Background: an optimization exercise with open tools, aiming at small area and few clock cycles per item. Do not read the settings as production practice. Function was checked by simulation only, so behaviour that the tests miss may differ from the original.

==> flow/design.v <==
module dsp_mac_pipe (
  input  logic               CLK,
  input  logic               RSTN,
  input  logic               IN_VALID,
  output logic               IN_READY,
  input  logic signed [17:0] A,
  input  logic signed [17:0] B,
  input  logic signed [17:0] D,
  input  logic signed [47:0] C,
  input  logic [3:0]         OPMODE,
  output logic               OUT_VALID,
  input  logic               OUT_READY,
  output logic signed [47:0] P,
  output logic               CARRYOUT,
  output logic               OVERFLOW
);
  logic        vld_q;
  logic [3:0]  cnt_q;
  logic [47:0] r_q;
  logic        co_q, ovf_q;
  logic        v1_q;
  logic [17:0] a1_q;
  logic [18:0] pre1_q;
  logic [47:0] c1_q;
  logic [1:0]  op1_q;      
  logic fire, adv;
  assign fire     = v1_q && (!vld_q || OUT_READY);
  assign adv      = !v1_q || fire;
  assign IN_READY = adv;
  logic        sb;
  logic [18:0] dg, bx, pre_d;
  logic [19:0] pre_w;
  assign sb    = OPMODE[0] & OPMODE[1];
  assign dg    = OPMODE[0] ? {D[17], D} : 19'd0;
  assign bx    = {B[17], B} ^ {19{sb}};
  assign pre_w = {dg, 1'b1} + {bx, sb};
  assign pre_d = pre_w[19:1];
  always_ff @(posedge CLK or negedge RSTN) begin
    if (!RSTN)    v1_q <= 1'b0;
    else if (adv) v1_q <= IN_VALID;
  end
  always_ff @(posedge CLK) begin
    if (adv) begin
      a1_q   <= A;
      pre1_q <= pre_d;
      c1_q   <= C;
      op1_q  <= OPMODE[3:2];
    end
  end
  logic [18:0] pre;
  logic [18:0] a_ext;
  logic [8:0]  one, two, neg;
  assign pre   = pre1_q;
  assign a_ext = {a1_q, 1'b0};
  always_comb begin
    for (int i = 0; i < 9; i++) begin
      one[i] = v1_q & (a_ext[2*i+1] ^ a_ext[2*i]);
      two[i] = v1_q & ((a_ext[2*i+2] & ~a_ext[2*i+1] & ~a_ext[2*i]) |
                       (~a_ext[2*i+2] & a_ext[2*i+1] & a_ext[2*i]));
      neg[i] = v1_q & (a_ext[2*i+2] ^ op1_q[1]);
    end
  end
  logic [19:0] pre2, pre1;
  assign pre1 = {pre[18], pre};
  assign pre2 = {pre, 1'b0};
  logic [19:0] y0, y1, y2, y3, y4, y5, y6, y7, y8;
  assign y0 = (({20{one[0]}} & pre1) | ({20{two[0]}} & pre2)) ^ {20{neg[0]}};
  assign y1 = (({20{one[1]}} & pre1) | ({20{two[1]}} & pre2)) ^ {20{neg[1]}};
  assign y2 = (({20{one[2]}} & pre1) | ({20{two[2]}} & pre2)) ^ {20{neg[2]}};
  assign y3 = (({20{one[3]}} & pre1) | ({20{two[3]}} & pre2)) ^ {20{neg[3]}};
  assign y4 = (({20{one[4]}} & pre1) | ({20{two[4]}} & pre2)) ^ {20{neg[4]}};
  assign y5 = (({20{one[5]}} & pre1) | ({20{two[5]}} & pre2)) ^ {20{neg[5]}};
  assign y6 = (({20{one[6]}} & pre1) | ({20{two[6]}} & pre2)) ^ {20{neg[6]}};
  assign y7 = (({20{one[7]}} & pre1) | ({20{two[7]}} & pre2)) ^ {20{neg[7]}};
  assign y8 = (({20{one[8]}} & pre1) | ({20{two[8]}} & pre2)) ^ {20{neg[8]}};
  logic        use_acc;
  logic [47:0] base;
  assign use_acc = op1_q[0] && (cnt_q != 4'd0);
  assign base    = use_acc ? r_q : c1_q;
  wire s1, c2;
  assign {c2, s1} = {1'b0, neg[0]} + {1'b0, base[0]} + {1'b0, 1'b0};
  wire s3, c4;
  assign {c4, s3} = {1'b0, base[1]} + {1'b0, c2} + {1'b0, 1'b0};
  wire s5, c6;
  assign {c6, s5} = {1'b0, neg[1]} + {1'b0, base[2]} + {1'b0, c4};
  wire s7, c8;
  assign {c8, s7} = {1'b0, y0[2]} + {1'b0, y1[0]} + {1'b0, 1'b0};
  wire s9, c10;
  assign {c10, s9} = {1'b0, base[3]} + {1'b0, c6} + {1'b0, y0[3]};
  wire s11, c12;
  assign {c12, s11} = {1'b0, y1[1]} + {1'b0, c8} + {1'b0, 1'b0};
  wire s13, c14;
  assign {c14, s13} = {1'b0, neg[2]} + {1'b0, base[4]} + {1'b0, y0[4]};
  wire s15, c16;
  assign {c16, s15} = {1'b0, y1[2]} + {1'b0, y2[0]} + {1'b0, c10};
  wire s17, c18;
  assign {c18, s17} = {1'b0, s13} + {1'b0, c12} + {1'b0, 1'b0};
  wire s19, c20;
  assign {c20, s19} = {1'b0, base[5]} + {1'b0, y0[5]} + {1'b0, y1[3]};
  wire s21, c22;
  assign {c22, s21} = {1'b0, y2[1]} + {1'b0, c14} + {1'b0, s19};
  wire s23, c24;
  assign {c24, s23} = {1'b0, c16} + {1'b0, s21} + {1'b0, 1'b0};
  wire s25, c26;
  assign {c26, s25} = {1'b0, neg[3]} + {1'b0, base[6]} + {1'b0, y0[6]};
  wire s27, c28;
  assign {c28, s27} = {1'b0, y1[4]} + {1'b0, y2[2]} + {1'b0, y3[0]};
  wire s29, c30;
  assign {c30, s29} = {1'b0, c20} + {1'b0, s25} + {1'b0, s27};
  wire s31, c32;
  assign {c32, s31} = {1'b0, c22} + {1'b0, s29} + {1'b0, 1'b0};
  wire s33, c34;
  assign {c34, s33} = {1'b0, base[7]} + {1'b0, y0[7]} + {1'b0, y1[5]};
  wire s35, c36;
  assign {c36, s35} = {1'b0, y2[3]} + {1'b0, y3[1]} + {1'b0, c26};
  wire s37, c38;
  assign {c38, s37} = {1'b0, c28} + {1'b0, s33} + {1'b0, c30};
  wire s39, c40;
  assign {c40, s39} = {1'b0, s35} + {1'b0, c32} + {1'b0, 1'b0};
  wire s41, c42;
  assign {c42, s41} = {1'b0, neg[4]} + {1'b0, base[8]} + {1'b0, y0[8]};
  wire s43, c44;
  assign {c44, s43} = {1'b0, y1[6]} + {1'b0, y2[4]} + {1'b0, y3[2]};
  wire s45, c46;
  assign {c46, s45} = {1'b0, y4[0]} + {1'b0, c34} + {1'b0, s41};
  wire s47, c48;
  assign {c48, s47} = {1'b0, s43} + {1'b0, c36} + {1'b0, s45};
  wire s49, c50;
  assign {c50, s49} = {1'b0, c38} + {1'b0, s47} + {1'b0, 1'b0};
  wire s51, c52;
  assign {c52, s51} = {1'b0, base[9]} + {1'b0, y0[9]} + {1'b0, y1[7]};
  wire s53, c54;
  assign {c54, s53} = {1'b0, y2[5]} + {1'b0, y3[3]} + {1'b0, y4[1]};
  wire s55, c56;
  assign {c56, s55} = {1'b0, c42} + {1'b0, c44} + {1'b0, s51};
  wire s57, c58;
  assign {c58, s57} = {1'b0, s53} + {1'b0, c46} + {1'b0, s55};
  wire s59, c60;
  assign {c60, s59} = {1'b0, c48} + {1'b0, s57} + {1'b0, 1'b0};
  wire s61, c62;
  assign {c62, s61} = {1'b0, neg[5]} + {1'b0, base[10]} + {1'b0, y0[10]};
  wire s63, c64;
  assign {c64, s63} = {1'b0, y1[8]} + {1'b0, y2[6]} + {1'b0, y3[4]};
  wire s65, c66;
  assign {c66, s65} = {1'b0, y4[2]} + {1'b0, y5[0]} + {1'b0, c52};
  wire s67, c68;
  assign {c68, s67} = {1'b0, c54} + {1'b0, s61} + {1'b0, s63};
  wire s69, c70;
  assign {c70, s69} = {1'b0, c56} + {1'b0, s65} + {1'b0, s67};
  wire s71, c72;
  assign {c72, s71} = {1'b0, c58} + {1'b0, s69} + {1'b0, 1'b0};
  wire s73, c74;
  assign {c74, s73} = {1'b0, base[11]} + {1'b0, y0[11]} + {1'b0, y1[9]};
  wire s75, c76;
  assign {c76, s75} = {1'b0, y2[7]} + {1'b0, y3[5]} + {1'b0, y4[3]};
  wire s77, c78;
  assign {c78, s77} = {1'b0, y5[1]} + {1'b0, c62} + {1'b0, c64};
  wire s79, c80;
  assign {c80, s79} = {1'b0, s73} + {1'b0, s75} + {1'b0, c66};
  wire s81, c82;
  assign {c82, s81} = {1'b0, c68} + {1'b0, s77} + {1'b0, s79};
  wire s83, c84;
  assign {c84, s83} = {1'b0, c70} + {1'b0, s81} + {1'b0, 1'b0};
  wire s85, c86;
  assign {c86, s85} = {1'b0, neg[6]} + {1'b0, base[12]} + {1'b0, y0[12]};
  wire s87, c88;
  assign {c88, s87} = {1'b0, y1[10]} + {1'b0, y2[8]} + {1'b0, y3[6]};
  wire s89, c90;
  assign {c90, s89} = {1'b0, y4[4]} + {1'b0, y5[2]} + {1'b0, y6[0]};
  wire s91, c92;
  assign {c92, s91} = {1'b0, c74} + {1'b0, c76} + {1'b0, s85};
  wire s93, c94;
  assign {c94, s93} = {1'b0, s87} + {1'b0, s89} + {1'b0, c78};
  wire s95, c96;
  assign {c96, s95} = {1'b0, s91} + {1'b0, c80} + {1'b0, s93};
  wire s97, c98;
  assign {c98, s97} = {1'b0, c82} + {1'b0, s95} + {1'b0, 1'b0};
  wire s99, c100;
  assign {c100, s99} = {1'b0, base[13]} + {1'b0, y0[13]} + {1'b0, y1[11]};
  wire s101, c102;
  assign {c102, s101} = {1'b0, y2[9]} + {1'b0, y3[7]} + {1'b0, y4[5]};
  wire s103, c104;
  assign {c104, s103} = {1'b0, y5[3]} + {1'b0, y6[1]} + {1'b0, c86};
  wire s105, c106;
  assign {c106, s105} = {1'b0, c88} + {1'b0, c90} + {1'b0, s99};
  wire s107, c108;
  assign {c108, s107} = {1'b0, s101} + {1'b0, c92} + {1'b0, s103};
  wire s109, c110;
  assign {c110, s109} = {1'b0, s105} + {1'b0, c94} + {1'b0, s107};
  wire s111, c112;
  assign {c112, s111} = {1'b0, c96} + {1'b0, s109} + {1'b0, 1'b0};
  wire s113, c114;
  assign {c114, s113} = {1'b0, neg[7]} + {1'b0, base[14]} + {1'b0, y0[14]};
  wire s115, c116;
  assign {c116, s115} = {1'b0, y1[12]} + {1'b0, y2[10]} + {1'b0, y3[8]};
  wire s117, c118;
  assign {c118, s117} = {1'b0, y4[6]} + {1'b0, y5[4]} + {1'b0, y6[2]};
  wire s119, c120;
  assign {c120, s119} = {1'b0, y7[0]} + {1'b0, c100} + {1'b0, c102};
  wire s121, c122;
  assign {c122, s121} = {1'b0, s113} + {1'b0, s115} + {1'b0, s117};
  wire s123, c124;
  assign {c124, s123} = {1'b0, c104} + {1'b0, c106} + {1'b0, s119};
  wire s125, c126;
  assign {c126, s125} = {1'b0, s121} + {1'b0, c108} + {1'b0, s123};
  wire s127, c128;
  assign {c128, s127} = {1'b0, c110} + {1'b0, s125} + {1'b0, 1'b0};
  wire s129, c130;
  assign {c130, s129} = {1'b0, base[15]} + {1'b0, y0[15]} + {1'b0, y1[13]};
  wire s131, c132;
  assign {c132, s131} = {1'b0, y2[11]} + {1'b0, y3[9]} + {1'b0, y4[7]};
  wire s133, c134;
  assign {c134, s133} = {1'b0, y5[5]} + {1'b0, y6[3]} + {1'b0, y7[1]};
  wire s135, c136;
  assign {c136, s135} = {1'b0, c114} + {1'b0, c116} + {1'b0, c118};
  wire s137, c138;
  assign {c138, s137} = {1'b0, s129} + {1'b0, s131} + {1'b0, s133};
  wire s139, c140;
  assign {c140, s139} = {1'b0, c120} + {1'b0, c122} + {1'b0, s135};
  wire s141, c142;
  assign {c142, s141} = {1'b0, s137} + {1'b0, c124} + {1'b0, s139};
  wire s143, c144;
  assign {c144, s143} = {1'b0, c126} + {1'b0, s141} + {1'b0, 1'b0};
  wire s145, c146;
  assign {c146, s145} = {1'b0, neg[8]} + {1'b0, base[16]} + {1'b0, y0[16]};
  wire s147, c148;
  assign {c148, s147} = {1'b0, y1[14]} + {1'b0, y2[12]} + {1'b0, y3[10]};
  wire s149, c150;
  assign {c150, s149} = {1'b0, y4[8]} + {1'b0, y5[6]} + {1'b0, y6[4]};
  wire s151, c152;
  assign {c152, s151} = {1'b0, y7[2]} + {1'b0, y8[0]} + {1'b0, c130};
  wire s153, c154;
  assign {c154, s153} = {1'b0, c132} + {1'b0, c134} + {1'b0, s145};
  wire s155, c156;
  assign {c156, s155} = {1'b0, s147} + {1'b0, s149} + {1'b0, c136};
  wire s157, c158;
  assign {c158, s157} = {1'b0, c138} + {1'b0, s151} + {1'b0, s153};
  wire s159, c160;
  assign {c160, s159} = {1'b0, c140} + {1'b0, s155} + {1'b0, s157};
  wire s161, c162;
  assign {c162, s161} = {1'b0, c142} + {1'b0, s159} + {1'b0, 1'b0};
  wire s163, c164;
  assign {c164, s163} = {1'b0, base[17]} + {1'b0, y0[17]} + {1'b0, y1[15]};
  wire s165, c166;
  assign {c166, s165} = {1'b0, y2[13]} + {1'b0, y3[11]} + {1'b0, y4[9]};
  wire s167, c168;
  assign {c168, s167} = {1'b0, y5[7]} + {1'b0, y6[5]} + {1'b0, y7[3]};
  wire s169, c170;
  assign {c170, s169} = {1'b0, y8[1]} + {1'b0, c146} + {1'b0, c148};
  wire s171, c172;
  assign {c172, s171} = {1'b0, c150} + {1'b0, s163} + {1'b0, s165};
  wire s173, c174;
  assign {c174, s173} = {1'b0, s167} + {1'b0, c152} + {1'b0, c154};
  wire s175, c176;
  assign {c176, s175} = {1'b0, s169} + {1'b0, s171} + {1'b0, c156};
  wire s177, c178;
  assign {c178, s177} = {1'b0, c158} + {1'b0, s173} + {1'b0, s175};
  wire s179, c180;
  assign {c180, s179} = {1'b0, c160} + {1'b0, s177} + {1'b0, 1'b0};
  wire s181, c182;
  assign {c182, s181} = {1'b0, base[18]} + {1'b0, y0[18]} + {1'b0, y1[16]};
  wire s183, c184;
  assign {c184, s183} = {1'b0, y2[14]} + {1'b0, y3[12]} + {1'b0, y4[10]};
  wire s185, c186;
  assign {c186, s185} = {1'b0, y5[8]} + {1'b0, y6[6]} + {1'b0, y7[4]};
  wire s187, c188;
  assign {c188, s187} = {1'b0, y8[2]} + {1'b0, c164} + {1'b0, c166};
  wire s189, c190;
  assign {c190, s189} = {1'b0, c168} + {1'b0, s181} + {1'b0, s183};
  wire s191, c192;
  assign {c192, s191} = {1'b0, s185} + {1'b0, c170} + {1'b0, c172};
  wire s193, c194;
  assign {c194, s193} = {1'b0, s187} + {1'b0, s189} + {1'b0, c174};
  wire s195, c196;
  assign {c196, s195} = {1'b0, s191} + {1'b0, c176} + {1'b0, s193};
  wire s197, c198;
  assign {c198, s197} = {1'b0, c178} + {1'b0, s195} + {1'b0, 1'b0};
  wire s199, c200;
  assign {c200, s199} = {1'b0, 1'b1} + {1'b0, base[19]} + {1'b0, ~y0[19]};
  wire s201, c202;
  assign {c202, s201} = {1'b0, y1[17]} + {1'b0, y2[15]} + {1'b0, y3[13]};
  wire s203, c204;
  assign {c204, s203} = {1'b0, y4[11]} + {1'b0, y5[9]} + {1'b0, y6[7]};
  wire s205, c206;
  assign {c206, s205} = {1'b0, y7[5]} + {1'b0, y8[3]} + {1'b0, c182};
  wire s207, c208;
  assign {c208, s207} = {1'b0, c184} + {1'b0, c186} + {1'b0, s199};
  wire s209, c210;
  assign {c210, s209} = {1'b0, s201} + {1'b0, s203} + {1'b0, c188};
  wire s211, c212;
  assign {c212, s211} = {1'b0, c190} + {1'b0, s205} + {1'b0, s207};
  wire s213, c214;
  assign {c214, s213} = {1'b0, c192} + {1'b0, s209} + {1'b0, s211};
  wire s215, c216;
  assign {c216, s215} = {1'b0, c194} + {1'b0, s213} + {1'b0, c196};
  wire s217, c218;
  assign {c218, s217} = {1'b0, 1'b1} + {1'b0, base[20]} + {1'b0, y1[18]};
  wire s219, c220;
  assign {c220, s219} = {1'b0, y2[16]} + {1'b0, y3[14]} + {1'b0, y4[12]};
  wire s221, c222;
  assign {c222, s221} = {1'b0, y5[10]} + {1'b0, y6[8]} + {1'b0, y7[6]};
  wire s223, c224;
  assign {c224, s223} = {1'b0, y8[4]} + {1'b0, c200} + {1'b0, c202};
  wire s225, c226;
  assign {c226, s225} = {1'b0, c204} + {1'b0, s217} + {1'b0, s219};
  wire s227, c228;
  assign {c228, s227} = {1'b0, s221} + {1'b0, c206} + {1'b0, c208};
  wire s229, c230;
  assign {c230, s229} = {1'b0, s223} + {1'b0, s225} + {1'b0, c210};
  wire s231, c232;
  assign {c232, s231} = {1'b0, c212} + {1'b0, s227} + {1'b0, s229};
  wire s233, c234;
  assign {c234, s233} = {1'b0, c214} + {1'b0, s231} + {1'b0, 1'b0};
  wire s235, c236;
  assign {c236, s235} = {1'b0, base[21]} + {1'b0, ~y1[19]} + {1'b0, y2[17]};
  wire s237, c238;
  assign {c238, s237} = {1'b0, y3[15]} + {1'b0, y4[13]} + {1'b0, y5[11]};
  wire s239, c240;
  assign {c240, s239} = {1'b0, y6[9]} + {1'b0, y7[7]} + {1'b0, y8[5]};
  wire s241, c242;
  assign {c242, s241} = {1'b0, c218} + {1'b0, c220} + {1'b0, c222};
  wire s243, c244;
  assign {c244, s243} = {1'b0, s235} + {1'b0, s237} + {1'b0, s239};
  wire s245, c246;
  assign {c246, s245} = {1'b0, c224} + {1'b0, c226} + {1'b0, s241};
  wire s247, c248;
  assign {c248, s247} = {1'b0, s243} + {1'b0, c228} + {1'b0, s245};
  wire s249, c250;
  assign {c250, s249} = {1'b0, c230} + {1'b0, s247} + {1'b0, c232};
  wire s251, c252;
  assign {c252, s251} = {1'b0, 1'b1} + {1'b0, base[22]} + {1'b0, y2[18]};
  wire s253, c254;
  assign {c254, s253} = {1'b0, y3[16]} + {1'b0, y4[14]} + {1'b0, y5[12]};
  wire s255, c256;
  assign {c256, s255} = {1'b0, y6[10]} + {1'b0, y7[8]} + {1'b0, y8[6]};
  wire s257, c258;
  assign {c258, s257} = {1'b0, c236} + {1'b0, c238} + {1'b0, c240};
  wire s259, c260;
  assign {c260, s259} = {1'b0, s251} + {1'b0, s253} + {1'b0, s255};
  wire s261, c262;
  assign {c262, s261} = {1'b0, c242} + {1'b0, c244} + {1'b0, s257};
  wire s263, c264;
  assign {c264, s263} = {1'b0, s259} + {1'b0, c246} + {1'b0, s261};
  wire s265, c266;
  assign {c266, s265} = {1'b0, c248} + {1'b0, s263} + {1'b0, 1'b0};
  wire s267, c268;
  assign {c268, s267} = {1'b0, base[23]} + {1'b0, ~y2[19]} + {1'b0, y3[17]};
  wire s269, c270;
  assign {c270, s269} = {1'b0, y4[15]} + {1'b0, y5[13]} + {1'b0, y6[11]};
  wire s271, c272;
  assign {c272, s271} = {1'b0, y7[9]} + {1'b0, y8[7]} + {1'b0, c252};
  wire s273, c274;
  assign {c274, s273} = {1'b0, c254} + {1'b0, c256} + {1'b0, s267};
  wire s275, c276;
  assign {c276, s275} = {1'b0, s269} + {1'b0, c258} + {1'b0, c260};
  wire s277, c278;
  assign {c278, s277} = {1'b0, s271} + {1'b0, s273} + {1'b0, c262};
  wire s279, c280;
  assign {c280, s279} = {1'b0, s275} + {1'b0, c264} + {1'b0, s277};
  wire s281, c282;
  assign {c282, s281} = {1'b0, 1'b1} + {1'b0, base[24]} + {1'b0, y3[18]};
  wire s283, c284;
  assign {c284, s283} = {1'b0, y4[16]} + {1'b0, y5[14]} + {1'b0, y6[12]};
  wire s285, c286;
  assign {c286, s285} = {1'b0, y7[10]} + {1'b0, y8[8]} + {1'b0, c268};
  wire s287, c288;
  assign {c288, s287} = {1'b0, c270} + {1'b0, s281} + {1'b0, s283};
  wire s289, c290;
  assign {c290, s289} = {1'b0, c272} + {1'b0, c274} + {1'b0, s285};
  wire s291, c292;
  assign {c292, s291} = {1'b0, s287} + {1'b0, c276} + {1'b0, s289};
  wire s293, c294;
  assign {c294, s293} = {1'b0, c278} + {1'b0, s291} + {1'b0, 1'b0};
  wire s295, c296;
  assign {c296, s295} = {1'b0, base[25]} + {1'b0, ~y3[19]} + {1'b0, y4[17]};
  wire s297, c298;
  assign {c298, s297} = {1'b0, y5[15]} + {1'b0, y6[13]} + {1'b0, y7[11]};
  wire s299, c300;
  assign {c300, s299} = {1'b0, y8[9]} + {1'b0, c282} + {1'b0, c284};
  wire s301, c302;
  assign {c302, s301} = {1'b0, s295} + {1'b0, s297} + {1'b0, c286};
  wire s303, c304;
  assign {c304, s303} = {1'b0, c288} + {1'b0, s299} + {1'b0, c290};
  wire s305, c306;
  assign {c306, s305} = {1'b0, s301} + {1'b0, c292} + {1'b0, s303};
  wire s307, c308;
  assign {c308, s307} = {1'b0, 1'b1} + {1'b0, base[26]} + {1'b0, y4[18]};
  wire s309, c310;
  assign {c310, s309} = {1'b0, y5[16]} + {1'b0, y6[14]} + {1'b0, y7[12]};
  wire s311, c312;
  assign {c312, s311} = {1'b0, y8[10]} + {1'b0, c296} + {1'b0, c298};
  wire s313, c314;
  assign {c314, s313} = {1'b0, s307} + {1'b0, s309} + {1'b0, c300};
  wire s315, c316;
  assign {c316, s315} = {1'b0, s311} + {1'b0, c302} + {1'b0, s313};
  wire s317, c318;
  assign {c318, s317} = {1'b0, c304} + {1'b0, s315} + {1'b0, 1'b0};
  wire s319, c320;
  assign {c320, s319} = {1'b0, base[27]} + {1'b0, ~y4[19]} + {1'b0, y5[17]};
  wire s321, c322;
  assign {c322, s321} = {1'b0, y6[15]} + {1'b0, y7[13]} + {1'b0, y8[11]};
  wire s323, c324;
  assign {c324, s323} = {1'b0, c308} + {1'b0, c310} + {1'b0, s319};
  wire s325, c326;
  assign {c326, s325} = {1'b0, s321} + {1'b0, c312} + {1'b0, s323};
  wire s327, c328;
  assign {c328, s327} = {1'b0, c314} + {1'b0, s325} + {1'b0, c316};
  wire s329, c330;
  assign {c330, s329} = {1'b0, 1'b1} + {1'b0, base[28]} + {1'b0, y5[18]};
  wire s331, c332;
  assign {c332, s331} = {1'b0, y6[16]} + {1'b0, y7[14]} + {1'b0, y8[12]};
  wire s333, c334;
  assign {c334, s333} = {1'b0, c320} + {1'b0, c322} + {1'b0, s329};
  wire s335, c336;
  assign {c336, s335} = {1'b0, s331} + {1'b0, c324} + {1'b0, s333};
  wire s337, c338;
  assign {c338, s337} = {1'b0, c326} + {1'b0, s335} + {1'b0, 1'b0};
  wire s339, c340;
  assign {c340, s339} = {1'b0, base[29]} + {1'b0, ~y5[19]} + {1'b0, y6[17]};
  wire s341, c342;
  assign {c342, s341} = {1'b0, y7[15]} + {1'b0, y8[13]} + {1'b0, c330};
  wire s343, c344;
  assign {c344, s343} = {1'b0, c332} + {1'b0, s339} + {1'b0, c334};
  wire s345, c346;
  assign {c346, s345} = {1'b0, s341} + {1'b0, c336} + {1'b0, s343};
  wire s347, c348;
  assign {c348, s347} = {1'b0, 1'b1} + {1'b0, base[30]} + {1'b0, y6[18]};
  wire s349, c350;
  assign {c350, s349} = {1'b0, y7[16]} + {1'b0, y8[14]} + {1'b0, c340};
  wire s351, c352;
  assign {c352, s351} = {1'b0, s347} + {1'b0, c342} + {1'b0, s349};
  wire s353, c354;
  assign {c354, s353} = {1'b0, c344} + {1'b0, s351} + {1'b0, 1'b0};
  wire s355, c356;
  assign {c356, s355} = {1'b0, base[31]} + {1'b0, ~y6[19]} + {1'b0, y7[17]};
  wire s357, c358;
  assign {c358, s357} = {1'b0, y8[15]} + {1'b0, c348} + {1'b0, s355};
  wire s359, c360;
  assign {c360, s359} = {1'b0, c350} + {1'b0, s357} + {1'b0, c352};
  wire s361, c362;
  assign {c362, s361} = {1'b0, 1'b1} + {1'b0, base[32]} + {1'b0, y7[18]};
  wire s363, c364;
  assign {c364, s363} = {1'b0, y8[16]} + {1'b0, c356} + {1'b0, s361};
  wire s365, c366;
  assign {c366, s365} = {1'b0, c358} + {1'b0, s363} + {1'b0, 1'b0};
  wire s367, c368;
  assign {c368, s367} = {1'b0, base[33]} + {1'b0, ~y7[19]} + {1'b0, y8[17]};
  wire s369, c370;
  assign {c370, s369} = {1'b0, c362} + {1'b0, s367} + {1'b0, c364};
  wire s371, c372;
  assign {c372, s371} = {1'b0, 1'b1} + {1'b0, base[34]} + {1'b0, y8[18]};
  wire s373, c374;
  assign {c374, s373} = {1'b0, c368} + {1'b0, s371} + {1'b0, 1'b0};
  wire s375, c376;
  assign {c376, s375} = {1'b0, base[35]} + {1'b0, ~y8[19]} + {1'b0, c372};
  wire s377, c378;
  assign {c378, s377} = {1'b0, 1'b1} + {1'b0, base[36]} + {1'b0, 1'b0};
  wire s379, c380;
  assign {c380, s379} = {1'b0, 1'b1} + {1'b0, base[37]} + {1'b0, 1'b0};
  wire s381, c382;
  assign {c382, s381} = {1'b0, 1'b1} + {1'b0, base[38]} + {1'b0, 1'b0};
  wire s383, c384;
  assign {c384, s383} = {1'b0, 1'b1} + {1'b0, base[39]} + {1'b0, 1'b0};
  wire s385, c386;
  assign {c386, s385} = {1'b0, 1'b1} + {1'b0, base[40]} + {1'b0, 1'b0};
  wire s387, c388;
  assign {c388, s387} = {1'b0, 1'b1} + {1'b0, base[41]} + {1'b0, 1'b0};
  wire s389, c390;
  assign {c390, s389} = {1'b0, 1'b1} + {1'b0, base[42]} + {1'b0, 1'b0};
  wire s391, c392;
  assign {c392, s391} = {1'b0, 1'b1} + {1'b0, base[43]} + {1'b0, 1'b0};
  wire s393, c394;
  assign {c394, s393} = {1'b0, 1'b1} + {1'b0, base[44]} + {1'b0, 1'b0};
  wire s395, c396;
  assign {c396, s395} = {1'b0, 1'b1} + {1'b0, base[45]} + {1'b0, 1'b0};
  wire s397, c398;
  assign {c398, s397} = {1'b0, 1'b1} + {1'b0, base[46]} + {1'b0, 1'b0};
  wire s399, c400;
  assign {c400, s399} = {1'b0, 1'b1} + {1'b0, base[47]} + {1'b0, 1'b0};
  wire s401, c402;
  assign {c402, s401} = {1'b0, 1'b1} + {1'b0, base[47]} + {1'b0, 1'b0};
  wire [48:0] sx, sy;
  assign sx = {c400, c398, c396, c394, c392, c390, c388, c386, c384, c382, c380, c378, s377, c374, s373, c366, s365, c354, c346, c338, s337, c318, c306, c294, c280, c266, s265, c234, c216, c198, c180, c162, c144, c128, c112, c98, c84, c72, c60, c50, c40, s37, c24, c18, s15, s9, s5, s3, s1};
  assign sy = {s401, s399, s397, s395, s393, s391, s389, s387, s385, s383, s381, s379, c376, s375, c370, s369, c360, s359, s353, s345, c328, s327, s317, s305, s293, s279, c250, s249, s233, s215, s197, s179, s161, s143, s127, s111, s97, s83, s71, s59, s49, s39, s31, s23, s17, s11, s7, y0[1], y0[0]};
  logic [48:0] u;
  assign u = sx + sy;
  logic s_m;
  assign s_m = (a1_q[17] ^ pre[18]) & (|a1_q) & (|pre);
  logic [47:0] res;
  logic        ovf, co, last, emit;
  assign res  = u[47:0];
  assign ovf  = u[48] ^ u[47];
  assign co   = u[48] ^ base[47] ^ s_m;
  assign last = (cnt_q == 4'd15);
  assign emit = !op1_q[0] || last;
  always_ff @(posedge CLK or negedge RSTN) begin
    if (!RSTN) begin
      vld_q <= 1'b0;
      cnt_q <= 4'd0;
    end else begin
      if (fire) begin
        vld_q <= emit;
        cnt_q <= (op1_q[0] && !last) ? cnt_q + 4'd1 : 4'd0;
      end else if (OUT_READY) begin
        vld_q <= 1'b0;
      end
    end
  end
  always_ff @(posedge CLK) begin
    if (fire) begin
      r_q   <= res;
      co_q  <= co;
      ovf_q <= ovf;
    end
  end
  assign OUT_VALID = vld_q;
  assign P         = r_q;
  assign CARRYOUT  = co_q;
  assign OVERFLOW  = ovf_q;
endmodule
==> flow/flow/run.sh <==
#!/bin/bash
# The standard ORFS layout (the standard.sh), with these changes:
# - the port buffers that global placement inserts on every input and output
#   are sky130_fd_sc_hd__buf_1 instead of the tool's default pick; timing
#   repair still resizes any of them that need more drive;
# - Yosys's synth runs without its early "abc -fast" pass, so the full adders
#   that ORFS extracts keep the polarity the RTL writes them in (the final ABC
#   mapping and everything else are unchanged).
set -euo pipefail
bash standard.sh "BUFFER_PORTS_ARGS=-buffer_cell sky130_fd_sc_hd__buf_1" "SYNTH_ARGS=-noabc" finish > standard.log 2>&1
==> flow/standard.sh <==
#!/bin/bash
# synth_recipe.tcl (not shown) runs the flow's synth.tcl, then flattens the netlist and writes it again
# the make line also repeats each setting of config.mk as NAME=value (left out here)
make -C /OpenROAD-flow-scripts/flow DESIGN_CONFIG=/design/flow/config.mk WORK_HOME=/design/flow/orfs CLKGATE_MAP_FILE= SYNTH_SCRIPT=/design/flow/synth_recipe.tcl "${@:-finish}"
==> flow/config.mk <==
export PLATFORM = sky130hd
export DESIGN_NAME = dsp_mac_pipe
export DESIGN_NICKNAME = dsp_mac_pipe
export VERILOG_FILES = /design/flow/design.v
export SDC_FILE = /design/flow/constraint.sdc
export NUM_CORES = 4
export LEC_CHECK = 0
export CAP_MARGIN = 20
export CORE_MARGIN = 2
export CORE_UTILIZATION = 40
export SLEW_MARGIN = 20
==> flow/constraint.sdc <==
create_clock -name core_clock -period 7.0 [get_ports {CLK}]
set_input_delay 1.4000 -clock core_clock [delete_from_list [all_inputs] [get_ports {CLK}]]
set_output_delay 1.4000 -clock core_clock [all_outputs]
set_load 0.01 [all_outputs]
==> impl_metrics.yaml, run 1 <==
layout:
  fin_cells: 2267
  final_common_cell: "xnor2_1"
  final_nets: 2092
  layout_common_cells: "232 x xnor2_1, 161 x buf_1, 154 x fa_1"
  syn_to_final_growth_pct: 11.7
  drive_above_1_share_pct: 8.93
  diodes: 0
  fillers: 3929
  utilization_pct: 45.2
  stdcell_area_mm2: 0.0185
placement:
  post-dp-hpwl_um: 37900
  gp_congestion: 0.918
  place_area_mm2: 0.0179
  port_buffers: 161
  dp.cells: 2236
timing:
  max_freq_mhz: 149
  period_share_pct: 95.6
  rsz0062_at_grt: "no"
  post-route-min-period_ps: 6690
  holdWs_ps: 552
  slew_headroom_pct: 43.0
  hold_violations: 0
  setup_violations: 0
  tightest_slew_ps: 847
  fin_skew_ps: 8.95
  tns_ps: 0
  maxSlewViolCount: 0
global_routing:
  grt_pass1_vias: 13249
  gr-total-overflow: 0
  grt_use_met2_pct: 38.5
  top_usage_layer: "met2"
  antenna_found_initial: 0
  grt_first_pass_wirelength_um: 75800
  track_usage_pct: 23.0
  grt_max_degree: 57
  use_met3_pct: 4.24
  met1_usage_pct: 29.8
critical_path:
  r2r_end: "co_q$_DFFE_PP_"
  r2r_slack_ps: 310
  endpoint: "co_q$_DFFE_PP_"
  r2r_cells: 19
  crit_path_start: "op1_q[1]$_DFFE_PP_"
  worst-setup-path-type: "reg -> reg"
  critical_path_arrival_ps: 6920
  required_ps: 7230
  reg2reg_from: "op1_q[1]$_DFFE_PP_"
  start_kind: "register"
  crit_fanout: 15
  crit_path_end_kind: "register"
route:
  vias: 12646
  ant_nets: 0
  detail_route.vias_per_cell: 5.58
  wire_per_inst_um: 21.3
  drcViolationCount: 0
  dr.pass1.iters: 5
  dr.first_iter.drc_count: 966
  wl_um: 48300
yosys:
  synth.distinct_cells: 63
  seq_area_frac_synth_pct: 25.8
  synthCells: 1592
  synth_area_mm2: 0.0165
  avgSynthCellArea_um2: 10.4
  synth_area_leaders: "edfxtp_1 25%, fa_1 19%, xnor2_1 12%"
  ys_warn_count: 1
  syn_nets: 1961
  ys_seq_elements: 143
  synth_top_area_share_pct: 24.9
  async_flop_share_pct: 4.20
  yosysTopAreaCell: "edfxtp_1"
  synth_edf_count: 137
  ys.flop_type: "edfxtp_1"
clock_tree:
  cts.clk_slew.worst_paths_ps: 60
  htree_levels: 4
  cts_buffer_depth: 2
  clkLatencyLatePin_ps: 470
  cts_made_buffers: 17
  cts_tree: "yes"
  post_cts.repair.setup_buffers: 0
  root_buffer: "clkbuf_16"
  cts_sinks: 143
  holdBufCountCts: 0
floorplan:
  io-pin-count: 162
  initial_core_util_pct: 40.5
  num_rows: 74
  dieArea_mm2: 0.0430
  die_y_um: 207
  fp.dieW_um: 207
  core_mm2: 0.0408
outcome:
  status: "finished clean"
job:
  cap_violations: 0
worst_hold_path:
  hold_path.class: "reg -> reg"
worst min path at each step:
stage	from	endpoint	slack, ps	depth (start not counted)
finish	cnt_q[2]$_DFFE_PN0P_	cnt_q[2]$_DFFE_PN0P_	550	1
global route	cnt_q[2]$_DFFE_PN0P_	cnt_q[2]$_DFFE_PN0P_	580	1
CTS	cnt_q[2]$_DFFE_PN0P_	cnt_q[2]$_DFFE_PN0P_	550	1
detailed placement	cnt_q[2]$_DFFE_PN0P_	cnt_q[2]$_DFFE_PN0P_	540	1
global placement	cnt_q[2]$_DFFE_PN0P_	cnt_q[2]$_DFFE_PN0P_	530	1
floorplan	cnt_q[2]$_DFFE_PN0P_	cnt_q[2]$_DFFE_PN0P_	500	1
kinds of logic after synthesis:
group	count (synthesis)	synth area share, %
compound gates	391	16.1
xor+xnor	288	15.3
simple gates	268	8.29
fa+ha+maj	259	26.6
buf+inv	186	4.33
flops	143	25.8
mux	57	3.66
worst max-delay path, cell delays in order (launching register included):
cell	delay (ps)
edfxtp_1	660
xor2_1	240
nand2_1	200
inv_2	160
buf_4	330
xnor2_1	160
fa_1	520
fa_1	470
fa_1	560
fa_1	450
fa_1	450
ha_1	310
and3_1	200
nand2_1	80
a211o_1	300
or3_4	370
a2111oi_4	440
o211ai_2	190
a21oi_1	170
and4bb_1	190
sequential cells by signal, indices dropped and copies added (netlist names):
name    flops
a1_q       18
pre1_q     19
vld_q       1
ovf_q       1
co_q        1
op1_q       2
v1_q        1
c1_q       48
cnt_q       4
r_q        48
through the flow:
| stage | setup slack [ps] |
|---|---|
| floorplan | 153 |
| global placement | 93.0 |
| detailed placement | 203 |
| CTS | 159 |
| global route | 6.59 |
| finish | 309 |
Yosys cell counts, types with 6 or more instances:
| cell type | count |
|---|---|
| a31oi_1 | 12 |
| edfxtp_1 | 137 |
| nand3_1 | 17 |
| xnor2_1 | 232 |
| mux2_2 | 28 |
| o21bai_1 | 15 |
| o21ai_0 | 52 |
| a21o_1 | 28 |
| dfrtp_1 | 6 |
| inv_2 | 9 |
| fa_1 | 154 |
| nor3_1 | 26 |
| buf_1 | 16 |
| nor2_1 | 34 |
| mux2i_1 | 29 |
| o21a_1 | 10 |
| inv_1 | 57 |
| xor2_1 | 56 |
| ha_1 | 105 |
| nor4_1 | 8 |
| clkbuf_1 | 93 |
| nand2b_1 | 8 |
| a22oi_1 | 144 |
| buf_2 | 9 |
| nand2_1 | 79 |
| a21oi_1 | 84 |
| nand4_1 | 10 |
| and2_1 | 61 |
what timing repair did:
item | 4_1_cts | 5_1_grt
endpoints found under the setup margin | 0 | 5
resized for setup | 0 | 3
hold endpoints to repair | 0 | 0
layout make-up:
class | count | area, um^2 | share of cell area, %
Timing Repair Buffer | 232 | 1140 | 6.16
Multi-Input combinational cell | 1263 | 11600 | 62.7
Clock inverter | 12 | 144 | 0.779
Sequential cell | 143 | 4270 | 23.1
Inverter | 66 | 248 | 1.34
Tap cell | 532 | 666 | 3.60
Clock buffer | 19 | 433 | 2.34
layer usage:
metal  part of all wire, %  wire length [um]
met5                     0                 0
met4                   3.2              1540
met3                   5.3              2540
met2                    48             23200
met1                    44             21100
Testbench counts, summed over its fixed seeds: cycles 32,062, items 32,046.
==> run 2: changes to the inputs <==
==> flow/flow/run.sh (replaced) <==
#!/bin/bash
# The standard ORFS layout (the standard.sh), with these changes:
# - the port buffers that global placement inserts on every input and output
#   are sky130_fd_sc_hd__buf_1 instead of the tool's default pick; timing
#   repair still resizes any of them that need more drive;
# - Yosys's synth runs without its early "abc -fast" pass, so the full adders
#   that ORFS extracts keep the polarity the RTL writes them in (the final ABC
#   mapping and everything else are unchanged);
# - global placement is not timing driven (later timing repair still runs).
set -euo pipefail
bash standard.sh "BUFFER_PORTS_ARGS=-buffer_cell sky130_fd_sc_hd__buf_1" "SYNTH_ARGS=-noabc" \
  "GPL_TIMING_DRIVEN=0" finish > standard.log 2>&1
==> impl_metrics.yaml, run 2 <==
global_routing:
  track_usage_pct: 24.1
  grt_pass1_vias: 13461
  grt_first_pass_wirelength_um: 79100
  grt_max_degree: 57
  use_met3_pct: 3.56
  grt_use_met2_pct: 39.9
  top_usage_layer: "met2"
  antenna_found_initial: 0
  met1_usage_pct: 31.9
  gr-total-overflow: 0
yosys:
  yosys.cell_count.top_type: "xnor2_1"
  yosys-top-cells-count: "232 x xnor2_1, 154 x fa_1, 144 x a22oi_1, 137 x edfxtp_1, 105 x ha_1"
  ys.flop_type: "edfxtp_1"
  async_flop_share_pct: 4.20
  ys_warn_count: 1
  avgSynthCellArea_um2: 10.4
  synth.distinct_cells: 63
  yosysTopAreaCell: "edfxtp_1"
  ys_seq_elements: 143
  synth_edf_count: 137
  syn_nets: 1961
  synth_area_leaders: "edfxtp_1 25%, fa_1 19%, xnor2_1 12%"
  synthCells: 1592
  synth_top_area_share_pct: 24.9
  seq_area_frac_synth_pct: 25.8
  synth_area_mm2: 0.0165
timing:
  max_freq_mhz: 147
  period_share_pct: 97.2
  setup_violations: 0
  fin_skew_ps: 14.0
  tns_ps: 0
  tightest_slew_ps: 776
  slew_headroom_pct: 48.3
  maxSlewViolCount: 0
  post-route-min-period_ps: 6810
  hold_violations: 0
critical_path:
  max_stage_delay_ps: 770
  worst-setup-path-type: "reg -> reg"
  r2r_cells: 19
  worst-path-stages: 19
  crit_slowest_cell: "edfxtp_1"
  start_kind: "register"
  required_ps: 7230
  crit_family: "adder cells"
  critical_path_arrival_ps: 7040
  crit_fanout: 10
  path_cells: "clkbuf_2 -> a22oi_2 -> xnor2_2 -> fa_1 -> fa_1 -> fa_2 -> fa_1 -> fa_1 -> fa_1 -> ha_1 -> buf_4 -> and3_4 -> nand2_1 -> a211o_1 -> or3_4 -> a2111oi_4 -> o211ai_2 -> a21oi_2 -> and4bb_1"
  crit_path_end_kind: "register"
  critPathMostFrequentCell: "fa_1"
  path_buf_inv: 2
clock_tree:
  cts_made_buffers: 17
  cts_sinks: 143
  holdBufCountCts: 0
  cts_tree: "yes"
  clkLatencyLatePin_ps: 480
  cts_buffer_depth: 2
  htree_levels: 4
  cts.clk_slew.worst_paths_ps: 70
  root_buffer: "clkbuf_16"
route:
  drcViolationCount: 0
  vias: 12976
  dr.first_iter.drc_count: 1024
  ant_nets: 0
  wire_per_inst_um: 21.9
  detail_route.vias_per_cell: 5.62
  wl_um: 50600
  dr.pass1.iters: 7
placement:
  post-dp-hpwl_um: 40300
  dp.cells: 2287
  port_buffers: 161
  gp_congestion: 0.949
floorplan:
  initial_core_util_pct: 40.5
  num_rows: 74
  io-pin-count: 162
  dieArea_mm2: 0.0430
  core_mm2: 0.0408
  die_y_um: 207
  fp.dieW_um: 207
layout:
  final_nets: 2133
  layout_common_cells: "230 x xnor2_1, 163 x buf_1, 144 x fa_1"
  utilization_pct: 46.1
  diodes: 0
  largestRegisters: "c1_q (48), r_q (48), pre1_q (19)"
  fin_cells: 2309
  syn_to_final_growth_pct: 13.9
  fillers: 3866
  final_common_cell: "xnor2_1"
  drive_above_1_share_pct: 11.9
outcome:
  status: "finished clean"
job:
  cap_violations: 0
worst_hold_path:
  hold_path.class: "reg -> reg"
  hold_depth: 1
==> run 2: stage by stage <==
stage | setup WS [ps] | area [um^2] | hold slack (ps)
floorplan | 153 | 16500 | 499
global placement | -1510 | 17800 | 518
detailed placement | -1580 | 17900 | 541
CTS | 1.22 | 18600 | 550
global route | -8.58 | 18800 | 580
finish | 193 | 18800 | 545
==> run 2: kinds of logic after synthesis <==
kind of cell,Yosys count,share of synthesized area (%)
muxes,57,3.66
xor gates and xnor gates,288,15.3
buffers and inverters,186,4.33
AOI/OAI and AO/OA,391,16.1
adders and majority gates,259,26.6
DFF,143,25.8
and+or+nand+nor,268,8.29
==> run 2: final timing paths <==
| path | startpoint | endpoint | slack, ps |
|---|---|---|---|
| setup reg to reg | pre1_q[12]$_DFFE_PP_ | co_q$_DFFE_PP_ | 190 |
| hold / removal | cnt_q[2]$_DFFE_PN0P_ | cnt_q[2]$_DFFE_PN0P_ | 540 |
| hold reg to reg | cnt_q[2]$_DFFE_PN0P_ | cnt_q[2]$_DFFE_PN0P_ | 540 |
| setup / recovery | pre1_q[12]$_DFFE_PP_ | co_q$_DFFE_PP_ | 190 |
| max in group asynchronous | RSTN | v1_q$_DFFE_PN0P_ | 5910 |
| min in group asynchronous | RSTN | cnt_q[3]$_DFFE_PN0P_ | 800 |
==> run 2: timing repair <==
| item | CTS | global route |
|---|---|---|
| resized for setup | 97 | 76 |
| endpoints found under the setup margin | 34 | 11 |
| pin swaps | 3 | 11 |
| buffers inserted | 4 | 20 |
==> run 2: layout make-up <==
cell class	instances	area, um^2	share of cell area (%)
Sequential cell	143	4270	22.6
Tap cell	532	666	3.53
Inverter	66	273	1.45
Timing Repair Buffer	187	840	4.46
Clock inverter	15	150	0.797
Multi-Input combinational cell	1263	11700	62.2
Clock buffer	17	425	2.26
Buffer	86	504	2.68
==> run 2: metal layers <==
layer	routed length (um)	up-vias
met4	1670	0
met5	0	-
met3	2740	85
li1	-	6005
met1	22100	6451
met2	24100	435
==> run 3: changes to the inputs <==
--- a/flow/flow/run.sh
+++ b/flow/flow/run.sh
@@ -6,7 +6,11 @@
 # - Yosys's synth runs without its early "abc -fast" pass, so the full adders
 #   that ORFS extracts keep the polarity the RTL writes them in (the final ABC
 #   mapping and everything else are unchanged);
-# - global placement is not timing driven (later timing repair still runs).
+# - clock tree synthesis uses smaller clock buffers, larger sink clusters and
+#   no dummy loads;
+# - global placement keeps none of the timing-driven resizer changes (later
+#   repair steps still run).
 set -euo pipefail
 bash standard.sh "BUFFER_PORTS_ARGS=-buffer_cell sky130_fd_sc_hd__buf_1" "SYNTH_ARGS=-noabc" \
-  "GPL_TIMING_DRIVEN=0" finish > standard.log 2>&1
+  "CTS_ARGS=-sink_clustering_enable -repair_clock_nets -buf_list {sky130_fd_sc_hd__clkbuf_4 sky130_fd_sc_hd__clkbuf_8} -sink_clustering_size 30 -sink_clustering_max_diameter 100 -dont_use_dummy_load" \
+  "GPL_KEEP_OVERFLOW=0" finish > standard.log 2>&1
==> impl_metrics.yaml, run 3 <==
global_routing:
  gr-total-overflow: 0
  antenna_found_initial: 0
  grt_pass1_vias: 12820
  grt_max_degree: 58
  grt_first_pass_wirelength_um: 71300
  track_usage_pct: 21.3
layout:
  largestRegisters: "c1_q (48), r_q (48), pre1_q (19)"
  drive_above_1_share_pct: 8.22
  final_common_cell: "xnor2_1"
  layout_common_cells: "232 x xnor2_1, 161 x buf_1, 154 x fa_1"
  final_nets: 2061
  diodes: 0
  stdcell_area_mm2: 0.0182
  fillers: 3913
  syn_to_final_growth_pct: 9.95
clock_tree:
  cts_sinks: 143
  holdBufCountCts: 0
  cts_made_buffers: 17
  clkLatencyLatePin_ps: 510
  cts_tree: "yes"
  cts.clk_slew.worst_paths_ps: 70
  cts_buffer_depth: 2
  htree_levels: 4
  root_buffer: "clkbuf_8"
floorplan:
  dieArea_mm2: 0.0430
  initial_core_util_pct: 40.5
  num_rows: 74
  core_mm2: 0.0408
  io-pin-count: 162
  die_y_um: 207
  fp.dieW_um: 207
placement:
  gp_congestion: 0.916
  post-dp-hpwl_um: 34800
  place_area_mm2: 0.0175
  port_buffers: 161
yosys:
  yosysTopAreaCell: "edfxtp_1"
  synth_edf_count: 137
  async_flop_share_pct: 4.20
  yosys.cell_count.top_type: "xnor2_1"
  synth_top_area_share_pct: 24.9
  synth.distinct_cells: 63
  seq_area_frac_synth_pct: 25.8
  yosys-top-cells-count: "232 x xnor2_1, 154 x fa_1, 144 x a22oi_1, 137 x edfxtp_1, 105 x ha_1"
  ys_seq_elements: 143
  syn_nets: 1961
  synthCells: 1592
  synth_area_mm2: 0.0165
  ys.flop_type: "edfxtp_1"
  synth_area_leaders: "edfxtp_1 25%, fa_1 19%, xnor2_1 12%"
  avgSynthCellArea_um2: 10.4
  ys_warn_count: 1
worst_hold_path:
  worstHoldEndpoint: "cnt_q[2]$_DFFE_PN0P_"
  hold_path.class: "reg -> reg"
  min_from: "cnt_q[2]$_DFFE_PN0P_"
  hold_depth: 1
timing:
  tightest_slew_ps: 950
  fin_skew_ps: 29.6
  maxSlewViolCount: 0
  slew_headroom_pct: 36.7
  post-route-min-period_ps: 6780
  period_share_pct: 96.8
  holdWs_ps: 566
  hold_violations: 0
  max_freq_mhz: 148
  setup_violations: 0
critical_path:
  r2r_cells: 18
  critical_path_arrival_ps: 7020
  start_kind: "register"
  reg2reg_from: "pre1_q[11]$_DFFE_PP_"
  required_ps: 7240
  crit_path_end_kind: "register"
  path_buf_inv: 0
  critPathMostFrequentCell: "fa_1"
  crit_fanout: 19
  worst-setup-path-type: "reg -> reg"
  r2r_slack_ps: 220
  crit_slowest_cell: "edfxtp_1"
  r2r_end: "r_q[36]$_DFFE_PP_"
  path_cells: "xor2_1 -> a21oi_1 -> xnor2_1 -> and2_1 -> fa_1 -> fa_1 -> fa_1 -> fa_1 -> ha_1 -> ha_1 -> a21oi_2 -> o21ai_0 -> a211oi_2 -> o211ai_1 -> a21oi_1 -> o21ai_0 -> a21oi_1 -> xnor2_1"
  crit_family: "adder cells"
  max_stage_delay_ps: 960
route:
  wire_per_inst_um: 20.5
  vias: 12554
  dr.pass1.iters: 8
  dr.first_iter.drc_count: 992
  wl_um: 45600
  detail_route.vias_per_cell: 5.65
  drcViolationCount: 0
  ant_nets: 0
job:
  cap_violations: 0
outcome:
  status: "finished clean"
-- run 3: cell families after synthesis --
logic type	Yosys count	synth area share (%)
compound gates	391	16.1
buf+inv	186	4.33
flops	143	25.8
fa+ha+maj	259	26.6
simple gates	268	8.29
xor+xnor	288	15.3
mux	57	3.66
-- run 3: how the worst max path moves through the flow --
stage	start	endpoint	slack, ps	cells past startpoint
floorplan	v1_q$_DFFE_PN0P_	co_q$_DFFE_PP_	150	21
global placement	cnt_q[0]$_DFFE_PN0P_	r_q[36]$_DFFE_PP_	-1530	19
detailed placement	a1_q[1]$_DFFE_PP_	r_q[36]$_DFFE_PP_	-950	19
CTS	cnt_q[0]$_DFFE_PN0P_	co_q$_DFFE_PP_	2	21
global route	a1_q[1]$_DFFE_PP_	co_q$_DFFE_PP_	-10	22
finish	pre1_q[11]$_DFFE_PP_	r_q[36]$_DFFE_PP_	220	18
-- run 3: what timing repair did --
item	CTS	global route
setup endpoints to repair	28	9
buffers inserted	7	25
pin swaps	1	4
cloned	0	3
gates resized for setup	20	42
-- run 3: per-layer routing --
layer  wire (um)  global-route usage (%)  up-vias
met1       19000                    26.3     6206
met2       22100                    35.8      424
li1            -                       -     5835
met4        1990                    9.83        0
met3        2490                    4.22       89
met5           0                       0        -
-- run 3: layout make-up --
| cell class | count | area, um^2 | share of cell area, % |
|---|---|---|---|
| well taps | 532 | 666 | 3.66 |
| repair inverters | 1 | 5.00 | 0.0275 |
| inverters | 66 | 298 | 1.64 |
| clock buffers | 17 | 234 | 1.29 |
| repair buffers | 199 | 1020 | 5.62 |
| multi-input cells | 1264 | 11700 | 64.3 |
| flip-flops and latches | 143 | 4270 | 23.5 |
-- run 3: metrics by stage --
stage,setup TNS [ps],utilization (%),setup WS [ps],std cells
after floorplan,0,-,153,1592
after global placement,-28810,42.5,-1530,2165
after detailed placement,-12660,42.8,-949,2170
after CTS,0,43.6,2.11,2194
after global routing,-10.9,44.5,-10.9,2222
final,0,44.5,225,2222
==> run 4: changes to the inputs <==
--- a/flow/flow/run.sh
+++ b/flow/flow/run.sh
@@ -8,9 +8,9 @@
 #   mapping and everything else are unchanged);
 # - clock tree synthesis uses smaller clock buffers, larger sink clusters and
 #   no dummy loads;
-# - global placement keeps none of the timing-driven resizer changes (later
-#   repair steps still run).
+# - after global routing, gates on paths with positive slack are downsized
+#   (ORFS RECOVER_POWER).
 set -euo pipefail
 bash standard.sh "BUFFER_PORTS_ARGS=-buffer_cell sky130_fd_sc_hd__buf_1" "SYNTH_ARGS=-noabc" \
   "CTS_ARGS=-sink_clustering_enable -repair_clock_nets -buf_list {sky130_fd_sc_hd__clkbuf_4 sky130_fd_sc_hd__clkbuf_8} -sink_clustering_size 30 -sink_clustering_max_diameter 100 -dont_use_dummy_load" \
-  "GPL_KEEP_OVERFLOW=0" finish > standard.log 2>&1
+  "RECOVER_POWER=100" finish > standard.log 2>&1
==> impl_metrics.yaml, run 4 <==
critical_path:
  r2r_end: "co_q$_DFFE_PP_"
  required_ps: 7260
  reg2reg_from: "op1_q[1]$_DFFE_PP_"
  endpoint: "co_q$_DFFE_PP_"
  start_kind: "register"
  crit_fanout: 20
  r2r_slack_ps: 310
  worst-setup-path-type: "reg -> reg"
  critical_path_arrival_ps: 6950
  crit_path_end_kind: "register"
  crit_path_start: "op1_q[1]$_DFFE_PP_"
  r2r_cells: 18
route:
  ant_nets: 0
  wl_um: 48000
  dr.first_iter.drc_count: 953
  drcViolationCount: 0
  dr.pass1.iters: 6
  vias: 12623
  detail_route.vias_per_cell: 5.60
  wire_per_inst_um: 21.3
floorplan:
  num_rows: 74
  io-pin-count: 162
  fp.dieW_um: 207
  initial_core_util_pct: 40.5
  die_y_um: 207
  core_mm2: 0.0408
  dieArea_mm2: 0.0430
yosys:
  syn_nets: 1961
  synth_top_area_share_pct: 24.9
  ys.flop_type: "edfxtp_1"
  avgSynthCellArea_um2: 10.4
  synth_area_leaders: "edfxtp_1 25%, fa_1 19%, xnor2_1 12%"
  yosys-top-cells-count: "232 x xnor2_1, 154 x fa_1, 144 x a22oi_1, 137 x edfxtp_1, 105 x ha_1"
  seq_area_frac_synth_pct: 25.8
  ys_warn_count: 1
  yosys.cell_count.top_type: "xnor2_1"
  synth.distinct_cells: 63
  async_flop_share_pct: 4.20
  synthCells: 1592
  synth_edf_count: 137
  yosysTopAreaCell: "edfxtp_1"
  ys_seq_elements: 143
  synth_area_mm2: 0.0165
layout:
  layout_common_cells: "232 x xnor2_1, 159 x buf_1, 154 x fa_1"
  multi_input_area_mm2: 0.0116
  register_area_mm2: 0.00427
  stdcell_area_mm2: 0.0181
  fillers: 3966
  syn_to_final_growth_pct: 9.33
  final_nets: 2092
  diodes: 0
  largestRegisters: "c1_q (48), r_q (48), pre1_q (19)"
  drive_above_1_share_pct: 7.90
  final_common_cell: "xnor2_1"
global_routing:
  grt_first_pass_wirelength_um: 75400
  antenna_found_initial: 0
  track_usage_pct: 22.9
  grt_max_degree: 57
  grt_pass1_vias: 13206
  gr-total-overflow: 0
outcome:
  status: "complete, but fails checks"
  violations: "max-capacitance violations, max-slew violations"
clock_tree:
  clkLatencyLatePin_ps: 510
  holdBufCountCts: 0
  cts.clk_slew.worst_paths_ps: 70
  cts_made_buffers: 17
  root_buffer: "clkbuf_8"
  post_cts.repair.setup_buffers: 0
  cts_buffer_depth: 2
  cts_tree: "yes"
  htree_levels: 4
  cts_sinks: 143
timing:
  tightest_slew_ps: 3140
  setup_violations: 0
  tns_ps: 0
  post-route-min-period_ps: 6690
  max_freq_mhz: 149
  period_share_pct: 95.6
  fin_skew_ps: 29.9
  maxSlewViolCount: 143
  rsz0062_at_grt: "no"
  hold_violations: 0
  slew_headroom_pct: -109
placement:
  port_buffers: 161
  gp_congestion: 0.918
  post-dp-hpwl_um: 37900
  place_area_mm2: 0.0179
job:
  cap_violations: 3
worst_hold_path:
  hold_path.class: "reg -> reg"
==> run 4: repair_timing <==
action | CTS | global route
hold endpoints to repair | 0 | 0
resized for setup | 0 | 3
endpoints found under the setup margin | 0 | 4
==> run 4: area by class of cell <==
type	count	area share, %
multi-input cells	1263	63.9
well taps	532	3.68
clock buffers	17	1.29
flip-flops and latches	143	23.6
repair buffers	232	6.14
inverters	66	1.37
==> run 4: metrics by stage <==
stage	hold slack (ps)	setup WS [ps]	instances	utilization, %
6_report	556	311	2253	44.3
5_1_grt	582	8.52	2253	44.3
4_1_cts	555	171	2253	44.4
3_5_place_dp	544	203	2236	43.8
3_3_place_gp	535	93.0	2236	43.8
2_1_floorplan	499	153	1592	-
==> run 4: how the worst min path moves through the flow <==
stage / slack (ps) / end / cells after the start / from
after floorplan: 500 / cnt_q[2]$_DFFE_PN0P_ / 1 / cnt_q[2]$_DFFE_PN0P_
after global placement: 530 / cnt_q[2]$_DFFE_PN0P_ / 1 / cnt_q[2]$_DFFE_PN0P_
after detailed placement: 540 / cnt_q[2]$_DFFE_PN0P_ / 1 / cnt_q[2]$_DFFE_PN0P_
after CTS: 550 / cnt_q[2]$_DFFE_PN0P_ / 1 / cnt_q[2]$_DFFE_PN0P_
after global routing: 580 / cnt_q[2]$_DFFE_PN0P_ / 1 / cnt_q[2]$_DFFE_PN0P_
final: 560 / cnt_q[2]$_DFFE_PN0P_ / 1 / cnt_q[2]$_DFFE_PN0P_
==> run 4: critical path, cell delays in order, from the launching register on <==
cell       delay [ps]
edfxtp_1          660
buf_4             420
xnor2_1           130
and2_0            240
fa_1              470
fa_1              460
fa_1              480
fa_1              510
fa_1              400
fa_1              460
ha_1              300
and3_1            180
nand2_1            80
a211o_1           300
or3_4             370
a2111oi_4         440
o211ai_2          190
a21oi_1           170
and4bb_1          190
==> run 4: layer usage <==
metal	track usage (%)	part of all wire, %
met1	29.6	43
met2	38.3	48
met3	4.33	5.8
met4	8.05	3.3
met5	0	0
==> run 4: cell families (layout without fill, tap and decap cells) <==
logic type	count (synthesis)	in the layout	share of synthesized area (%)
compound gates	391	391	16.1
xor+xnor	288	288	15.3
fa+ha+maj	259	259	26.6
buf+inv	186	315	4.33
flops	143	143	25.8
mux	57	57	3.66
simple gates	268	268	8.29
==> run 5: changes to the inputs <==
--- a/flow/flow/run.sh
+++ b/flow/flow/run.sh
@@ -7,10 +7,8 @@
 #   that ORFS extracts keep the polarity the RTL writes them in (the final ABC
 #   mapping and everything else are unchanged);
 # - clock tree synthesis uses smaller clock buffers, larger sink clusters and
-#   no dummy loads;
-# - after global routing, gates on paths with positive slack are downsized
-#   (ORFS RECOVER_POWER).
+#   no dummy loads.
 set -euo pipefail
 bash standard.sh "BUFFER_PORTS_ARGS=-buffer_cell sky130_fd_sc_hd__buf_1" "SYNTH_ARGS=-noabc" \
   "CTS_ARGS=-sink_clustering_enable -repair_clock_nets -buf_list {sky130_fd_sc_hd__clkbuf_4 sky130_fd_sc_hd__clkbuf_8} -sink_clustering_size 30 -sink_clustering_max_diameter 100 -dont_use_dummy_load" \
-  "RECOVER_POWER=100" finish > standard.log 2>&1
+  finish > standard.log 2>&1
--- a/flow/config.mk
+++ b/flow/config.mk
@@ -7,5 +7,6 @@
 export LEC_CHECK = 0
 export CAP_MARGIN = 20
 export CORE_MARGIN = 2
-export CORE_UTILIZATION = 40
+export CORE_UTILIZATION = 55
+export PLACE_DENSITY = 0.7
 export SLEW_MARGIN = 20
==> impl_metrics.yaml, run 5 <==
route:
  drcViolationCount: 0
  ant_nets: 0
  dr.pass1.iters: 6
  wl_met1_um: 19300
  dr_wl_met3_um: 3270
  dr_wl_met2_um: 23000
  vias: 12835
  top_layer_used: "met4"
  detail_route.vias_per_cell: 6.01
  wl_um: 47000
  wire_per_inst_um: 22.0
  dr.first_iter.drc_count: 1125
yosys:
  synthCells: 1592
  syn_nets: 1961
  avgSynthCellArea_um2: 10.4
  synth_edf_count: 137
  ys_seq_elements: 143
  yosysTopAreaCell: "edfxtp_1"
  yosys.cell_count.top_type: "xnor2_1"
  synth_area_leaders: "edfxtp_1 25%, fa_1 19%, xnor2_1 12%"
  ys.flop_type: "edfxtp_1"
  ys_warn_count: 1
  seq_area_frac_synth_pct: 25.8
  async_flop_share_pct: 4.20
  yosys-top-cells-count: "232 x xnor2_1, 154 x fa_1, 144 x a22oi_1, 137 x edfxtp_1, 105 x ha_1"
  synth.distinct_cells: 63
  synth_area_mm2: 0.0165
  synth_top_area_share_pct: 24.9
critical_path:
  crit_path_start: "a1_q[7]$_DFFE_PP_"
  path_buf_inv: 1
  crit_path_end_kind: "register"
  path_cells: "buf_4 -> xor2_1 -> and2_1 -> a22oi_1 -> xnor2_1 -> fa_1 -> fa_1 -> fa_1 -> fa_1 -> fa_1 -> fa_1 -> ha_1 -> and3_1 -> nand2_1 -> a211o_1 -> or3_4 -> a2111oi_4 -> o211ai_2 -> a21oi_1 -> and4bb_1"
  critical_path_arrival_ps: 7010
  crit_slowest_cell: "edfxtp_1"
  r2r_end: "co_q$_DFFE_PP_"
  reg2reg_from: "a1_q[7]$_DFFE_PP_"
  worst-setup-path-type: "reg -> reg"
  required_ps: 7280
  r2r_cells: 20
  max_stage_delay_ps: 520
  critPathMostFrequentCell: "fa_1"
  start_kind: "register"
  crit_fanout: 7
  r2r_slack_ps: 270
  crit_family: "adder cells"
placement:
  post-dp-hpwl_um: 37600
  gp_congestion: 0.972
  port_buffers: 161
  place_area_mm2: 0.0179
global_routing:
  grt_first_pass_wirelength_um: 72900
  antenna_found_initial: 0
  track_usage_pct: 30.9
  grt_pass1_vias: 13136
  gr-total-overflow: 0
  grt_max_degree: 58
worst_hold_path:
  worstHoldEndpoint: "cnt_q[2]$_DFFE_PN0P_"
  hold_path.class: "reg -> reg"
  hold_depth: 1
  min_from: "cnt_q[2]$_DFFE_PN0P_"
layout:
  diodes: 0
  syn_to_final_growth_pct: 9.62
  stdcell_area_mm2: 0.0181
  largestRegisters: "c1_q (48), r_q (48), pre1_q (19)"
  final_common_cell: "xnor2_1"
  final_nets: 2115
  layout_common_cells: "232 x xnor2_1, 161 x buf_1, 154 x fa_1"
  drive_above_1_share_pct: 9.58
timing:
  tightest_slew_ps: 838
  rsz0062_at_grt: "no"
  slew_headroom_pct: 44.2
  hold_violations: 0
  fin_skew_ps: 44.1
  max_freq_mhz: 149
  setup_violations: 0
  maxSlewViolCount: 0
  post-route-min-period_ps: 6730
  period_share_pct: 96.1
  tns_ps: 0
floorplan:
  dieArea_mm2: 0.0315
  num_rows: 63
  io-pin-count: 162
  initial_core_util_pct: 55.8
  fp.dieW_um: 177
  die_y_um: 177
  core_mm2: 0.0296
clock_tree:
  cts_tree: "yes"
  cts_made_buffers: 17
  holdBufCountCts: 0
  cts_buffer_depth: 2
  htree_levels: 4
  clkLatencyLatePin_ps: 520
  cts.clk_slew.worst_paths_ps: 90
  cts_sinks: 143
  root_buffer: "clkbuf_8"
job:
  cap_violations: 0
outcome:
  status: "finished clean"
[run 5: cell type report]
| cell class | instances | area (um^2) |
|---|---|---|
| tap | 390 | 488 |
| fill | 2565 | 11500 |
| sequential | 143 | 4260 |
| inverter | 66 | 248 |
| multi-input combinational | 1263 | 11600 |
| clock buffer | 17 | 234 |
| timing repair buffer | 255 | 1320 |
[run 5: worst max-delay path by stage]
stage	endpoint	slack (ps)	cells past startpoint
after floorplan	co_q$_DFFE_PP_	150	21
after global placement	co_q$_DFFE_PP_	270	19
after detailed placement	co_q$_DFFE_PP_	190	19
after CTS	co_q$_DFFE_PP_	220	19
after global routing	co_q$_DFFE_PP_	20	21
final	co_q$_DFFE_PP_	270	20
[run 5: what timing repair did]
action | CTS | global route
setup endpoints to repair | 0 | 6
hold endpoints to repair | 0 | 0
setup buffers | 0 | 5
resized for setup | 0 | 1
[run 5: per-layer routing]
| layer | vias to the layer above | track usage [%] |
|---|---|---|
| met5 | - | 0 |
| met4 | 0 | 10.6 |
| met3 | 85 | 6.53 |
| met2 | 506 | 53.1 |
| met1 | 6305 | 38.5 |
| li1 | 5939 | - |
[run 5: through the flow]
step / utilization, % / hold WS (ps) / cells / setup WS (ps)
2_1_floorplan: - / 499 / 1592 / 153
3_3_place_gp: 60.2 / 534 / 2112 / 269
3_5_place_dp: 60.2 / 536 / 2112 / 193
4_1_cts: 61.0 / 549 / 2129 / 224
5_1_grt: 61.2 / 585 / 2134 / 21.0
6_report: 61.2 / 556 / 2134 / 273
[run 5: cell families (layout without fill, tap and decap cells)]
logic type	count (synthesis)	count (layout)	share of synthesized area, %
adder cells (fa/ha/maj)	259	259	26.6
multiplexers	57	57	3.66
flip-flops	143	143	25.8
buffers and inverters	186	338	4.33
XOR/XNOR	288	288	15.3
AO/OA/AOI/OAI	391	391	16.1
AND/OR/NAND/NOR	268	268	8.29

port drivers added, routing unchanged:
In the flow no input, the clock included, has a driving cell. The finished layouts below were timed again as built, in two steps.
Step 1 assumes that a clkbuf_16 drives the clock port and a buf_2 every other input.
Step 2 also shifts input and output timing later by t, the mid clock arrival at the registers, as if the neighbouring blocks saw the same clock.
a / b / c = ideal ports / drivers / drivers and shift; a / b = the first two.
run | shift t [ns] | setup slack, ns | hold slack, ns | worst setup path at the end | latest minus earliest clock arrival (ns)
run 1 | 0.521 | 0.309 / 0.309 / 0.309 | 0.552 / 0.552 / 0.552 | register to register | 0.009 / 0.008
run 2 | 0.529 | 0.193 / 0.193 / 0.193 | 0.545 / 0.545 / 0.545 | register to register | 0.014 / 0.014
run 3 | 0.545 | 0.225 / 0.225 / 0.225 | 0.566 / 0.566 / 0.566 | register to register | 0.029 / 0.030
run 4 | 0.546 | 0.311 / 0.311 / 0.311 | 0.556 / 0.556 / 0.556 | register to register | 0.030 / 0.030
run 5 | 0.551 | 0.273 / 0.273 / 0.273 | 0.556 / 0.556 / 0.556 | register to register | 0.045 / 0.045
